This is an optimization exercise on Yosys and OpenROAD, whose aim is small area, not a production implementation.
Only simulation tests tie the RTL to the original design; equivalence was not proved.
No activity file was given, so power comes from the tool's default toggle rates. No driver is modelled on the clock port, so clocking that relies on it looks cheaper here than on a real chip.

v6:
## reg_file
module reg_file
(
  input  logic      clk,
  input  logic      rst,
  input  rv32_pkg::reg_addr_t rs1,
  input  rv32_pkg::reg_addr_t rs2,
  input  rv32_pkg::reg_addr_t rsw,
  input  rv32_pkg::word_t     data_in,
  input  logic      RegWEn,
  output rv32_pkg::word_t     data_out_1,
  output rv32_pkg::word_t     data_out_2
);
==> flow/config.mk <==
export PLATFORM = sky130hd
export DESIGN_NAME = reg_file
export DESIGN_NICKNAME = reg_file
export VERILOG_FILES = /design/flow/design.v
export SDC_FILE = /design/flow/constraint.sdc
export NUM_CORES = 4
export LEC_CHECK = 0
export CAP_MARGIN = 10
export CORE_MARGIN = 2
export CORE_UTILIZATION = 40
export SLEW_MARGIN = 10
export SYNTH_HIERARCHICAL = 1
export SYNTH_MINIMUM_KEEP_SIZE = 0
==> flow/constraint.sdc <==
create_clock -name core_clock -period 8.0 [get_ports {clk}]
set_input_delay 1.6000 -clock core_clock [delete_from_list [all_inputs] [get_ports {clk}]]
set_output_delay 1.6000 -clock core_clock [all_outputs]
set_load 0.01 [all_outputs]
standard.sh (not shown) runs the stock make flow with config.mk's settings and CLKGATE_MAP_FILE= SYNTH_SCRIPT=/design/flow/synth_recipe.tcl, a recipe that flattens the netlist after the stock synthesis.
==> flow/flow/run.sh <==
#!/bin/bash
# The standard ORFS layout (standard.sh), with two changes made through ORFS's
# own variables:
#  - port buffers are the smallest buffer instead of ORFS's default choice;
#  - clock tree synthesis clusters more sinks per buffer and inserts no dummy
#    loads.
# Synthesis, floorplan, power grid, tap cells, placement and routing are the
# standard flow's. Each tool's output goes to orfs/logs (ORFS's own logs) and
# the make output to flow_make.log in this folder.
set -euo pipefail
cd "$(dirname "$0")/.."
export BUFFER_PORTS_ARGS="-buffer_cell sky130_fd_sc_hd__buf_1"
export CTS_ARGS="-sink_clustering_enable -repair_clock_nets -dont_use_dummy_load -sink_clustering_size 20 -sink_clustering_max_diameter 60"
bash standard.sh > flow_make.log 2>&1
### v6 -> v7
Settings: swapping 10 for 15 in SLEW_MARGIN; swapping 10 for 15 in CAP_MARGIN.
diff --git a/flow/flow/run.sh b/flow/flow/run.sh
--- a/flow/flow/run.sh
+++ b/flow/flow/run.sh
@@ -13 +13 @@
-export CTS_ARGS="-sink_clustering_enable -repair_clock_nets -dont_use_dummy_load -sink_clustering_size 20 -sink_clustering_max_diameter 60"
+export CTS_ARGS="-sink_clustering_enable -repair_clock_nets -dont_use_dummy_load -sink_clustering_size 25 -sink_clustering_max_diameter 70"
- Sequential share of cell area in v7 is 0.48 points higher than in v6
- Any difference in fmax between v7 and v6 is small enough to ignore.
- Higher clock share of power was reported by v6, not v7.
- Looking at post-route standard cell area excluding fillers, v7 sits about 1% lower than v6 does.
- Of v7 and v6, the lower switching share of power belongs to v6.
- Going from v6 to v7, cell count saw a decrease, routed wire length did not really move, starting utilization of the core area about even.
- Result: PASS for each of v7 and v6

---

Setup of run A:
reg_file again, from the RTL that the note above started with.
Settings: LEC_CHECK=0, CAP_MARGIN=10, CORE_MARGIN=2, CORE_UTILIZATION=40, SLEW_MARGIN=10, SYNTH_HIERARCHICAL=1, SYNTH_MINIMUM_KEEP_SIZE=0; clock period 8.0 ns.
==> flow/flow/run.sh <==
#!/bin/bash
# The standard ORFS layout (standard.sh), with two changes made through ORFS's
# own variables:
#  - port buffers are the smallest buffer instead of ORFS's default choice;
#  - clock tree synthesis clusters more sinks per buffer and inserts no dummy
#    loads.
# Synthesis, floorplan, power grid, tap cells, placement and routing are the
# standard flow's. Each tool's output goes to orfs/logs (ORFS's own logs) and
# the make output to flow_make.log in this folder.
set -euo pipefail
cd "$(dirname "$0")/.."
export BUFFER_PORTS_ARGS="-buffer_cell sky130_fd_sc_hd__buf_1"
export CTS_ARGS="-sink_clustering_enable -repair_clock_nets -dont_use_dummy_load -sink_clustering_size 25 -sink_clustering_max_diameter 70"
bash standard.sh > flow_make.log 2>&1
What run B does differently from run A at the input level:
# run A
export LEC_CHECK = 0
export CAP_MARGIN = 10
export CORE_MARGIN = 2
export CORE_UTILIZATION = 40
export SLEW_MARGIN = 10
export SYNTH_HIERARCHICAL = 1
export SYNTH_MINIMUM_KEEP_SIZE = 0
create_clock -name core_clock -period 8.0 [get_ports {clk}]
# run B
export LEC_CHECK = 0
export CAP_MARGIN = 15
export CORE_MARGIN = 2
export CORE_UTILIZATION = 40
export SLEW_MARGIN = 15
export SYNTH_HIERARCHICAL = 1
export SYNTH_MINIMUM_KEEP_SIZE = 0
create_clock -name core_clock -period 8.0 [get_ports {clk}]
--- a/flow/flow/run.sh
+++ b/flow/flow/run.sh
@@ -11,4 +11,4 @@
 cd "$(dirname "$0")/.."
 export BUFFER_PORTS_ARGS="-buffer_cell sky130_fd_sc_hd__buf_1"
-export CTS_ARGS="-sink_clustering_enable -repair_clock_nets -dont_use_dummy_load -sink_clustering_size 25 -sink_clustering_max_diameter 70"
+export CTS_ARGS="-sink_clustering_enable -repair_clock_nets -dont_use_dummy_load -sink_clustering_size 16 -sink_clustering_max_diameter 50"
 bash standard.sh > flow_make.log 2>&1
Findings:
Run B vs. run A: clock-pin slew on the worst setup and hold paths went down by 50 ps.
Re met2 layer wire length in the routed design: run B and run A aren't equal, and the higher value belongs to run A.
Number of cells on the worst reg-to-reg path: run A vs run B identical
Run B reports a higher worst-case headroom to the max-slew limit than run A does.
The internal portion of total power in run A is 0.884 times that in run B.
Proportion of total power due to net switching delta for run B relative to run A: 1.1 points lower
| power | lower: run A |
Run B against run A; number of antenna violations at the first check in global routing is down by more than 10%.
Summary: wire length reported by the detailed router, run B worse than run A
The clock network power share of run B is higher than that of run A.
#### Input delta (run C over run B)
# run B
export LEC_CHECK = 0
export CAP_MARGIN = 15
export CORE_MARGIN = 2
export CORE_UTILIZATION = 40
export SLEW_MARGIN = 15
export SYNTH_HIERARCHICAL = 1
export SYNTH_MINIMUM_KEEP_SIZE = 0
create_clock -name core_clock -period 8.0 [get_ports {clk}]
# run C
export LEC_CHECK = 0
export CAP_MARGIN = 0
export CORE_MARGIN = 2
export CORE_UTILIZATION = 45
export SLEW_MARGIN = 0
export SYNTH_HIERARCHICAL = 1
export SYNTH_MINIMUM_KEEP_SIZE = 0
create_clock -name core_clock -period 8.0 [get_ports {clk}]
--- a/flow/flow/run.sh
+++ b/flow/flow/run.sh
@@ -11,4 +11,4 @@
 cd "$(dirname "$0")/.."
 export BUFFER_PORTS_ARGS="-buffer_cell sky130_fd_sc_hd__buf_1"
-export CTS_ARGS="-sink_clustering_enable -repair_clock_nets -dont_use_dummy_load -sink_clustering_size 16 -sink_clustering_max_diameter 50"
+export CTS_ARGS="-sink_clustering_enable -repair_clock_nets -dont_use_dummy_load -sink_clustering_size 30 -sink_clustering_max_diameter 100"
 bash standard.sh > flow_make.log 2>&1
- Finished, but not clean: run C, with capacitance limit, slew limit.
- The final layout from run B, which completed every stage, passed the timing, DRC and antenna checks at the end of the flow.
- Comparing run C and run B, die area is lower on run C.
- Going from run B to run C, the average vias per placed instance was found to have gone up by 8.2%.
- The HPWL after detailed placement reported for run C is greater than that of run B by 11000 um.
- Delta (run C minus run B): placement-stage cell area did not really move, final critical path time including I/O delays and setup now smaller.
> inputs changed (run C -> run D)
# run C
export LEC_CHECK = 0
export CAP_MARGIN = 0
export CORE_MARGIN = 2
export CORE_UTILIZATION = 45
export SLEW_MARGIN = 0
export SYNTH_HIERARCHICAL = 1
export SYNTH_MINIMUM_KEEP_SIZE = 0
create_clock -name core_clock -period 8.0 [get_ports {clk}]
# run D
export LEC_CHECK = 0
export CAP_MARGIN = 20
export CORE_MARGIN = 2
export CORE_UTILIZATION = 40
export SLEW_MARGIN = 20
export SYNTH_HIERARCHICAL = 1
export SYNTH_MINIMUM_KEEP_SIZE = 0
create_clock -name core_clock -period 8.0 [get_ports {clk}]
==> flow/run.sh (new file) <==
#!/bin/bash
# synth_recipe.tcl (not shown) runs the flow's synth.tcl, then flattens the netlist and writes it again
# the make line also repeats each setting of config.mk as NAME=value (left out here)
make -C /OpenROAD-flow-scripts/flow DESIGN_CONFIG=/design/flow/config.mk WORK_HOME=/design/flow/orfs CLKGATE_MAP_FILE= SYNTH_SCRIPT=/design/flow/synth_recipe.tcl finish
removed: flow/flow/run.sh
removed: flow/standard.sh
[summary]
- Run D did not stop at any stage, and its layout met the timing, DRC and antenna checks.
- Although run C finished all stages, its layout failed final checks on capacitance limit, slew limit.
- In run D, worst setup slack is lower than in run C.
- Run comparison: run D launch point of the worst path rs1[1]; run C launch point of the worst path rs2[1]
- End point of the critical path = data_out_1[18]: run D; end point of the critical path = data_out_2[23]: run C
- Compared with run C, run D shows a higher synthesis-to-layout area growth.
- Changes observed in run D relative to run C: utilization after layout lower; clock power share now larger; overall power of the completed layout higher.

---

Starting RTL as in the previous note.
==> flow/config.mk <==
export PLATFORM = sky130hd
export DESIGN_NAME = reg_file
export DESIGN_NICKNAME = reg_file
export VERILOG_FILES = /design/flow/design.v
export SDC_FILE = /design/flow/constraint.sdc
export NUM_CORES = 4
export LEC_CHECK = 0
export CAP_MARGIN = 15
export CORE_MARGIN = 2
export CORE_UTILIZATION = 40
export SLEW_MARGIN = 15
export SYNTH_HIERARCHICAL = 1
export SYNTH_MINIMUM_KEEP_SIZE = 0
==> flow/constraint.sdc <==
create_clock -name core_clock -period 8.0 [get_ports {clk}]
set_input_delay 1.6000 -clock core_clock [delete_from_list [all_inputs] [get_ports {clk}]]
set_output_delay 1.6000 -clock core_clock [all_outputs]
set_load 0.01 [all_outputs]
==> flow/flow/run.sh <==
#!/bin/bash
# The standard ORFS layout (standard.sh), with two changes made through ORFS's
# own variables:
#  - port buffers are the smallest buffer instead of ORFS's default choice;
#  - clock tree synthesis clusters more sinks per buffer and inserts no dummy
#    loads.
# Synthesis, floorplan, power grid, tap cells, placement and routing are the
# standard flow's. Each tool's output goes to orfs/logs (ORFS's own logs) and
# the make output to flow_make.log in this folder.
set -euo pipefail
cd "$(dirname "$0")/.."
export BUFFER_PORTS_ARGS="-buffer_cell sky130_fd_sc_hd__buf_1"
export CTS_ARGS="-sink_clustering_enable -repair_clock_nets -dont_use_dummy_load -sink_clustering_size 20 -sink_clustering_max_diameter 60"
bash standard.sh > flow_make.log 2>&1
==> next run, changes <==
--- a/flow/flow/run.sh
+++ b/flow/flow/run.sh
@@ -11,4 +11,4 @@
 cd "$(dirname "$0")/.."
 export BUFFER_PORTS_ARGS="-buffer_cell sky130_fd_sc_hd__buf_1"
-export CTS_ARGS="-sink_clustering_enable -repair_clock_nets -dont_use_dummy_load -sink_clustering_size 20 -sink_clustering_max_diameter 60"
+export CTS_ARGS="-sink_clustering_enable -repair_clock_nets -dont_use_dummy_load -sink_clustering_size 28 -sink_clustering_max_diameter 80"
 bash standard.sh > flow_make.log 2>&1
Settings changed: CAP_MARGIN 15 to 10, SLEW_MARGIN 15 to 10.
What happened:
- The new run finished with timing, DRC and antenna clean
- clock skew does not change
- total power went down by 5.8%
- register-to-register slack stays flat
- routed wire length went down by about 0.38%
- first-iteration DRC count went up by about 5.4%
- clock power went down by 20%
- flip-flop and latch count does not change

## separate check: timing with driven ports
No port has a modelled driver above. Below, the same layouts with a new extraction and two added sets of constraints. Step 1 sets driving cells, clkbuf_16 on the clock port and buf_2 on the other inputs (assumed; they add their load-dependent delay and slew). Step 2 also shifts input and output timing later by t, the mid clock arrival at the registers, as if the neighbouring blocks saw the same clock. a / b / c = ideal / step 1 / step 2; a / b = the first two.
| run | t (ns) | setup WS [ns] | worst hold slack (ns) | slew at the worst register clock pin (ns) |
|---|---|---|---|---|
| v6 | 0.722 | 1.507 / 1.468 / 1.468 | 0.480 / 0.480 / 0.480 | 0.09 / 0.09 |
| v7 | 0.714 | 1.512 / 1.480 / 1.480 | 0.493 / 0.493 / 0.493 | 0.11 / 0.11 |
| run A | 0.724 | 1.269 / 1.231 / 1.231 | 0.482 / 0.482 / 0.482 | 0.10 / 0.10 |
| run B | 0.736 | 1.505 / 1.474 / 1.474 | 0.480 / 0.480 / 0.480 | 0.08 / 0.08 |
| run C | 0.701 | 1.646 / 1.579 / 1.579 | 0.504 / 0.504 / 0.504 | 0.12 / 0.12 |
| run D | 0.759 | 0.891 / 0.749 / 0.749 | 0.475 / 0.475 / 0.475 | 0.07 / 0.07 |
| the first run of note 3 | 0.723 | 1.225 / 1.191 / 1.191 | 0.484 / 0.484 / 0.484 | 0.09 / 0.09 |
| the second run of note 3 | 0.716 | 1.551 / 1.512 / 1.512 | 0.483 / 0.483 / 0.483 | 0.11 / 0.11 |
For run D, which loses most, drivers alone change the setup slack by -0.142 ns; drivers and shift together by -0.142 ns.
